From an optimization exercise on the open Yosys and OpenROAD flow, aimed at small area; shortcuts taken in it are not production practice.
Where RTL was checked, it was by simulation tests only, not by an equivalence proof against the original.
Power figures rest on the tool's default switching activity, not on a simulated workload.

==> inputs of run a <==
==> flow/design.v <==
`default_nettype none
package dbg_pipe_pkg;
	typedef logic [32-1:0]    word_t;
	typedef logic [5-1:0] reg_idx_t;
	typedef word_t [32-1:0] reg_file_t;
	typedef struct packed {
		word_t pc;
		word_t instruction;
	} if_snap_t;
	typedef struct packed {
		word_t    pc_plus4;
		word_t    instruction;
		word_t    write_data;
		reg_idx_t write_addr;
		word_t    alu_result_fwd;
		word_t    reg_data1;
		word_t    reg_data2;
		word_t    sign_ext;
		reg_idx_t rs;
		reg_idx_t rt;
		reg_idx_t rd;
		word_t    pc_jump;
		word_t    pc_branch;
	} id_snap_t;
	typedef struct packed {
		word_t    pc_plus4;
		word_t    reg_data1;
		word_t    reg_data2;
		word_t    sign_ext;
		reg_idx_t rt;
		reg_idx_t rd;
		logic     zero;
		word_t    alu_result;
		word_t    reg_data2_out;
		reg_idx_t dest_reg;
	} ex_snap_t;
	typedef struct packed {
		word_t address;
		word_t write_data;
		word_t read_data;
	} mem_snap_t;
	typedef struct packed {
		word_t mem_data;
		word_t alu_result;
		word_t write_data;
	} wb_snap_t;
	typedef struct packed {
		if_snap_t  if_stage;
		id_snap_t  id_stage;
		ex_snap_t  ex_stage;
		mem_snap_t mem_stage;
		wb_snap_t  wb_stage;
	} pipe_snap_t;
endpackage
`default_nettype wire
`default_nettype none
package dbg_ctrl_pkg;
	typedef enum logic [7:0] {
		cmd_run  = 8'h01,
		cmd_step = 8'h02
	} dbg_cmd_e;
	typedef enum logic [1:0] {
		mode_halt,
		mode_run,
		mode_step,
		mode_finished
	} run_mode_e;
	typedef enum logic [2:0] {
		dump_idle,
		dump_settle,
		dump_capture,
		dump_send,
		dump_wait
	} dump_state_e;
endpackage
`default_nettype wire
`timescale 1ns/100ps
`default_nettype none
module dbg_command_ctrl
(
	input  logic       clk,
	input  logic       reset,
	input  logic       rx_empty,
	input  logic [7:0] r_data,
	input  dbg_pipe_pkg::word_t      pc_plus4,
	output logic       rd_uart,
	output logic       ena_pip
);
	logic      pop_req;
	logic      mode_active;
	logic      program_end;
	dbg_ctrl_pkg::run_mode_e mode;
	assign pop_req = ~rx_empty & ~rd_uart;
	assign mode_active = (mode == dbg_ctrl_pkg::mode_run) || (mode == dbg_ctrl_pkg::mode_step);
	assign program_end = (pc_plus4 == 508);
	function automatic dbg_ctrl_pkg::run_mode_e decode_cmd(input logic [7:0] cmd);
		dbg_ctrl_pkg::run_mode_e next_mode;
		case (cmd)
			dbg_ctrl_pkg::cmd_step: next_mode = dbg_ctrl_pkg::mode_step;
			dbg_ctrl_pkg::cmd_run:  next_mode = dbg_ctrl_pkg::mode_run;
			default:  next_mode = dbg_ctrl_pkg::mode_halt;
		endcase
		decode_cmd = next_mode;
	endfunction
	always_ff @(posedge clk or posedge reset)
	begin
		if (reset)
		begin
			rd_uart <= 1'b0;
			mode    <= dbg_ctrl_pkg::mode_halt;
			ena_pip <= 1'b0;
		end
		else
		begin
			rd_uart <= pop_req;
			if (pop_req)
			begin
				ena_pip <= mode_active;
				if (mode != dbg_ctrl_pkg::mode_finished)
					mode <= decode_cmd(r_data);
			end
			else if (program_end)
			begin
				mode    <= dbg_ctrl_pkg::mode_finished;
				ena_pip <= 1'b0;
			end
			else
			begin
				ena_pip <= mode_active;
				if (mode == dbg_ctrl_pkg::mode_step)
					mode <= dbg_ctrl_pkg::mode_halt;
			end
		end
	end
endmodule
`default_nettype wire
`timescale 1ns/100ps
`default_nettype none
module dbg_snapshot_capture
(
	input  logic       clk,
	input  logic       capture,
	input  logic       shift,
	input  logic       hold,
	input  dbg_pipe_pkg::reg_file_t  regs,
	input  dbg_pipe_pkg::pipe_snap_t snap,
	output logic [7:0] frame_byte
);
	logic [32-1:0][32-1:0] regs_a;
	logic [0:32-1][32-1:0] reg_seq;
	logic [0:228-1][7:0] frame;
	logic [0:228-1][7:0] sr;
	logic [0:228-1][7:0] sr_next;
	logic       phase;
	function automatic logic [7:0] idx_byte(input dbg_pipe_pkg::reg_idx_t idx);
		idx_byte = 8'(idx);
	endfunction
	assign regs_a = regs;
	always_comb
	begin
		for (int i = 0; i < 32; i++)
			reg_seq[i] = regs_a[i];
	end
	assign frame = {
		reg_seq,
		snap.if_stage.pc,
		snap.if_stage.instruction,
		snap.id_stage.pc_plus4,
		snap.id_stage.instruction,
		snap.id_stage.write_data,
		idx_byte(snap.id_stage.write_addr),
		snap.id_stage.alu_result_fwd,
		snap.id_stage.reg_data1,
		snap.id_stage.reg_data2,
		snap.id_stage.sign_ext,
		idx_byte(snap.id_stage.rs),
		idx_byte(snap.id_stage.rt),
		idx_byte(snap.id_stage.rd),
		snap.id_stage.pc_jump,
		snap.id_stage.pc_branch,
		snap.ex_stage.pc_plus4,
		snap.ex_stage.reg_data1,
		snap.ex_stage.reg_data2,
		snap.ex_stage.sign_ext,
		idx_byte(snap.ex_stage.rt),
		idx_byte(snap.ex_stage.rd),
		{7'b0, snap.ex_stage.zero},
		snap.ex_stage.alu_result,
		snap.ex_stage.reg_data2_out,
		idx_byte(snap.ex_stage.dest_reg),
		snap.mem_stage.address,
		snap.mem_stage.write_data,
		snap.mem_stage.read_data,
		snap.wb_stage.mem_data,
		snap.wb_stage.alu_result,
		snap.wb_stage.write_data
	};
	always_comb
	begin
		for (int j = 0; j < 228 - 1; j++)
			sr_next[j] = ~((frame[j] & {8{capture}}) | (sr[j+1] & {8{shift}}) | (sr[j] & {8{hold}}));
		sr_next[228-1] = ~((frame[228-1] & {8{capture}}) |
			(sr[228-1] & {8{hold}}));
	end
	always_ff @(posedge clk)
	begin
		sr    <= sr_next;
		phase <= capture | ~phase;
	end
	assign frame_byte = sr[0] ^ {8{phase}};
endmodule
`default_nettype wire
`timescale 1ns/100ps
`default_nettype none
module dbg_dump_tx
(
	input  logic       clk,
	input  logic       reset,
	input  logic       dump_req,
	input  logic       tx_done_tick,
	input  logic [7:0] frame_byte,
	output logic       capture,
	output logic       shift,
	output logic       hold,
	output logic       wr_uart,
	output logic [7:0] w_data
);
	logic        st_idle;
	logic        st_settle;
	logic        st_capture;
	logic        st_send;
	logic        st_wait;
	logic        nx_idle;
	logic        nx_settle;
	logic        nx_capture;
	logic        nx_send;
	logic        nx_wait;
	logic [7:0]  byte_cnt;
	logic        last_byte;
	logic        done;
	assign last_byte = (byte_cnt == 8'(228));
	assign done      = st_wait & tx_done_tick;
	assign nx_idle    = (st_idle & ~dump_req) | (done & last_byte);
	assign nx_settle  = st_idle & dump_req;
	assign nx_capture = st_settle;
	assign nx_send    = st_capture | (done & ~last_byte);
	assign nx_wait    = st_send | (st_wait & ~tx_done_tick);
	always_ff @(posedge clk or posedge reset)
	begin
		if (reset)
		begin
			st_idle    <= 1'b1;
			st_settle  <= 1'b0;
			st_capture <= 1'b0;
			st_send    <= 1'b0;
			st_wait    <= 1'b0;
			capture    <= 1'b0;
			shift      <= 1'b0;
			hold       <= 1'b1;
			wr_uart    <= 1'b0;
		end
		else
		begin
			st_idle    <= nx_idle;
			st_settle  <= nx_settle;
			st_capture <= nx_capture;
			st_send    <= nx_send;
			st_wait    <= nx_wait;
			capture    <= nx_capture;
			shift      <= nx_send;
			hold       <= ~(nx_capture | nx_send);
			wr_uart    <= st_send;
		end
	end
	always_ff @(posedge clk)
	begin
		if (st_capture)
			byte_cnt <= '0;
		else if (st_send)
			byte_cnt <= byte_cnt + 8'd1;
	end
	always_ff @(posedge clk)
		w_data <= frame_byte;
endmodule
`default_nettype wire
`timescale 1ns/100ps
`default_nettype none
module debug_unit
(
	input  logic       clk,
	input  logic       reset,
	input  logic       rx_empty,
	input  logic [7:0] r_data,
	output logic       rd_uart,
	input  logic       tx_done_tick,
	output logic       wr_uart,
	output logic [7:0] w_data,
	input  dbg_pipe_pkg::word_t      pc_plus4,
	input  dbg_pipe_pkg::reg_file_t  regs,
	input  dbg_pipe_pkg::pipe_snap_t snap,
	output logic       ena_pip
);
	logic       capture;
	logic       shift;
	logic       hold;
	logic [7:0] frame_byte;
	dbg_command_ctrl u_command_ctrl (
		.clk      (clk),
		.reset    (reset),
		.rx_empty (rx_empty),
		.r_data   (r_data),
		.pc_plus4 (pc_plus4),
		.rd_uart  (rd_uart),
		.ena_pip  (ena_pip)
	);
	dbg_dump_tx u_dump_tx (
		.clk          (clk),
		.reset        (reset),
		.dump_req     (rd_uart),
		.tx_done_tick (tx_done_tick),
		.frame_byte   (frame_byte),
		.capture      (capture),
		.shift        (shift),
		.hold         (hold),
		.wr_uart      (wr_uart),
		.w_data       (w_data)
	);
	dbg_snapshot_capture u_snapshot_capture (
		.clk        (clk),
		.capture    (capture),
		.shift      (shift),
		.hold       (hold),
		.regs       (regs),
		.snap       (snap),
		.frame_byte (frame_byte)
	);
endmodule
`default_nettype wire
==> flow/run.sh <==
#!/bin/bash
# synth_recipe.tcl (not shown) runs the flow's synth.tcl, then flattens the netlist and writes it again
# the make line also repeats each setting of config.mk as NAME=value (left out here)
make -C /OpenROAD-flow-scripts/flow DESIGN_CONFIG=/design/flow/config.mk WORK_HOME=/design/flow/orfs CLKGATE_MAP_FILE= SYNTH_SCRIPT=/design/flow/synth_recipe.tcl finish
==> flow/config.mk <==
export PLATFORM = sky130hd
export DESIGN_NAME = debug_unit
export DESIGN_NICKNAME = debug_unit
export VERILOG_FILES = /design/flow/design.v
export SDC_FILE = /design/flow/constraint.sdc
export NUM_CORES = 4
export LEC_CHECK = 0
export CAP_MARGIN = 20
export CORE_AREA = 5 5 695 695
export DIE_AREA = 0 0 700 700
export SLEW_MARGIN = 20
==> flow/constraint.sdc <==
create_clock -name core_clock -period 8.0 [get_ports {clk}]
set_input_delay 1.6000 -clock core_clock [delete_from_list [all_inputs] [get_ports {clk}]]
set_output_delay 1.6000 -clock core_clock [all_outputs]
set_load 0.01 [all_outputs]
==> run b (differences from run a) <==
==> flow/design.v, changed modules only <==
module dbg_snapshot_capture
(
	input  logic       clk,
	input  logic       reset,
	input  logic       capture,
	input  dbg_pipe_pkg::reg_file_t  regs,
	input  dbg_pipe_pkg::pipe_snap_t snap,
	input  logic [7:0] byte_idx,
	output logic [7:0] frame_byte
);
	logic [32-1:0][32-1:0] regs_q;
	dbg_pipe_pkg::pipe_snap_t snap_q;
	logic [0:32-1][32-1:0] reg_seq;
	logic [0:228-1][7:0] frame;
	function automatic logic [7:0] idx_byte(input dbg_pipe_pkg::reg_idx_t idx);
		idx_byte = 8'(idx);
	endfunction
	always_ff @(posedge clk or posedge reset)
	begin
		if (reset)
		begin
			regs_q <= '0;
			snap_q <= '0;
		end
		else if (capture)
		begin
			regs_q <= regs;
			snap_q <= snap;
		end
	end
	always_comb
	begin
		for (int i = 0; i < 32; i++)
			reg_seq[i] = regs_q[i];
	end
	assign frame = {
		reg_seq,
		snap_q.if_stage.pc,
		snap_q.if_stage.instruction,
		snap_q.id_stage.pc_plus4,
		snap_q.id_stage.instruction,
		snap_q.id_stage.write_data,
		idx_byte(snap_q.id_stage.write_addr),
		snap_q.id_stage.alu_result_fwd,
		snap_q.id_stage.reg_data1,
		snap_q.id_stage.reg_data2,
		snap_q.id_stage.sign_ext,
		idx_byte(snap_q.id_stage.rs),
		idx_byte(snap_q.id_stage.rt),
		idx_byte(snap_q.id_stage.rd),
		snap_q.id_stage.pc_jump,
		snap_q.id_stage.pc_branch,
		snap_q.ex_stage.pc_plus4,
		snap_q.ex_stage.reg_data1,
		snap_q.ex_stage.reg_data2,
		snap_q.ex_stage.sign_ext,
		idx_byte(snap_q.ex_stage.rt),
		idx_byte(snap_q.ex_stage.rd),
		{7'b0, snap_q.ex_stage.zero},
		snap_q.ex_stage.alu_result,
		snap_q.ex_stage.reg_data2_out,
		idx_byte(snap_q.ex_stage.dest_reg),
		snap_q.mem_stage.address,
		snap_q.mem_stage.write_data,
		snap_q.mem_stage.read_data,
		snap_q.wb_stage.mem_data,
		snap_q.wb_stage.alu_result,
		snap_q.wb_stage.write_data
	};
	assign frame_byte = frame[byte_idx];
endmodule
module dbg_dump_tx
(
	input  logic       clk,
	input  logic       reset,
	input  logic       dump_req,
	input  logic       tx_done_tick,
	input  logic [7:0] frame_byte,
	output logic       capture,
	output logic [7:0] byte_idx,
	output logic       wr_uart,
	output logic [7:0] w_data
);
	dbg_ctrl_pkg::dump_state_e state;
	logic [7:0]  byte_cnt;
	logic        last_byte;
	assign last_byte = (byte_cnt == 8'(228 - 1));
	assign capture   = (state == dbg_ctrl_pkg::dump_capture);
	assign byte_idx  = byte_cnt;
	always_ff @(posedge clk or posedge reset)
	begin
		if (reset)
		begin
			state    <= dbg_ctrl_pkg::dump_idle;
			byte_cnt <= '0;
			wr_uart  <= 1'b0;
		end
		else
		begin
			wr_uart <= 1'b0;
			case (state)
				dbg_ctrl_pkg::dump_idle:
				begin
					if (dump_req)
						state <= dbg_ctrl_pkg::dump_settle;
				end
				dbg_ctrl_pkg::dump_settle:
					state <= dbg_ctrl_pkg::dump_capture;
				dbg_ctrl_pkg::dump_capture:
				begin
					byte_cnt <= '0;
					state    <= dbg_ctrl_pkg::dump_send;
				end
				dbg_ctrl_pkg::dump_send:
				begin
					wr_uart <= 1'b1;
					state   <= dbg_ctrl_pkg::dump_wait;
				end
				dbg_ctrl_pkg::dump_wait:
				begin
					if (tx_done_tick)
					begin
						if (last_byte)
							state <= dbg_ctrl_pkg::dump_idle;
						else
						begin
							byte_cnt <= byte_cnt + 8'd1;
							state    <= dbg_ctrl_pkg::dump_send;
						end
					end
				end
				default:
					state <= dbg_ctrl_pkg::dump_idle;
			endcase
		end
	end
	always_ff @(posedge clk)
	begin
		if (state == dbg_ctrl_pkg::dump_send)
			w_data <= frame_byte;
	end
endmodule
module debug_unit
(
	input  logic       clk,
	input  logic       reset,
	input  logic       rx_empty,
	input  logic [7:0] r_data,
	output logic       rd_uart,
	input  logic       tx_done_tick,
	output logic       wr_uart,
	output logic [7:0] w_data,
	input  dbg_pipe_pkg::word_t      pc_plus4,
	input  dbg_pipe_pkg::reg_file_t  regs,
	input  dbg_pipe_pkg::pipe_snap_t snap,
	output logic       ena_pip
);
	logic       capture;
	logic [7:0] byte_idx;
	logic [7:0] frame_byte;
	dbg_command_ctrl u_command_ctrl (
		.clk      (clk),
		.reset    (reset),
		.rx_empty (rx_empty),
		.r_data   (r_data),
		.pc_plus4 (pc_plus4),
		.rd_uart  (rd_uart),
		.ena_pip  (ena_pip)
	);
	dbg_dump_tx u_dump_tx (
		.clk          (clk),
		.reset        (reset),
		.dump_req     (rd_uart),
		.tx_done_tick (tx_done_tick),
		.frame_byte   (frame_byte),
		.capture      (capture),
		.byte_idx     (byte_idx),
		.wr_uart      (wr_uart),
		.w_data       (w_data)
	);
	dbg_snapshot_capture u_snapshot_capture (
		.clk        (clk),
		.reset      (reset),
		.capture    (capture),
		.regs       (regs),
		.snap       (snap),
		.byte_idx   (byte_idx),
		.frame_byte (frame_byte)
	);
endmodule
==> run c (differences from run a) <==
==> flow/flow/run.sh (new file) <==
#!/bin/bash
# Standard layout, with plain buf_1 cells as the port buffers.
set -euo pipefail
export BUFFER_PORTS_ARGS="-buffer_cell sky130_fd_sc_hd__buf_1"
bash standard.sh > standard.log 2>&1
==> flow/standard.sh (new file) <==
#!/bin/bash
# synth_recipe.tcl (not shown) runs the flow's synth.tcl, then flattens the netlist and writes it again
# the make line also repeats each setting of config.mk as NAME=value (left out here)
make -C /OpenROAD-flow-scripts/flow DESIGN_CONFIG=/design/flow/config.mk WORK_HOME=/design/flow/orfs CLKGATE_MAP_FILE= SYNTH_SCRIPT=/design/flow/synth_recipe.tcl "${@:-finish}"
removed: flow/run.sh
==> comparison <==
Wire length: run b > run a > run c. Global-route usage: run c < run a < run b. Of run b and run c, run b has the higher clock power (gap about 20%, measured against run c). Maximum frequency, highest first: run a, run c, run b. In first-iteration DRC count, run c is at 3.2 times the value of run b. Of run b and run c, run b has the higher synthesized cell count (gap 17%, measured against run c).
==> figures <==
Global-route wire length before repair: run c 382.5 mm; run b 573.0 mm; run a 395.7 mm
Initial antenna violation count: run c 146; run b 261; run a 189
Worst slack at placement: run c 4.914 ns; run b 2.047 ns; run a 4.552 ns
Worst reg-to-reg path cell count: run c 3; run b 11; run a 3
Internal portion of total power: run c 0.02345 W; run b 0.03069 W; run a 0.02442 W
Number of antenna diodes: run c 113; run b 84; run a 114
Critical path buffer and inverter count: run c 1; run b 3; run a 1
HPWL after detailed placement: run c 224.1 mm; run b 353.2 mm; run a 230.4 mm
Status: run c no timing/DRC/antenna violations; run b no timing/DRC/antenna violations; run a no timing/DRC/antenna violations
Non-Filler Instances: run c 12380; run b 13460; run a 12410
Worst-margin pin slew: run c 1.206 ns; run b 1.121 ns; run a 1.306 ns
Relative slew slack: run c 0.1958; run b 0.2456; run a 0.1295
CP Class: run c reg2out; run b reg2reg; run a reg2out
The RTL of run b was laid out without a check of its function.

[afterwards: timing with drivers on the ports]
In the flow no input, the clock included, has a driving cell. The finished layouts below were timed again as built, in two steps. Step 1 assumes that a clkbuf_16 drives the clock port and a buf_2 every other input. Step 2 adds t to the input delays and takes it off the output delays; t is the mean of the earliest and latest rising clock arrival at the registers after step 1. Input paths then give back, and output paths get back, about the clock's delay inside the block. Three values: ideal, step 1, step 2; two values: the first two.
run | t (ns) | setup slack, ns | worst data-port slew with drivers (ns)
run a | 0.942 | 4.579 / 4.490 / 4.515 | 0.63
run b | 0.981 | 2.227 / 2.227 / 2.227 | 0.65
run c | 0.944 | 4.574 / 4.479 / 4.681 | 0.54
After both steps setup and hold are still met in every run listed. The setup slack of run a, which loses most, moves by -0.089 ns with the drivers and by -0.064 ns with both steps.
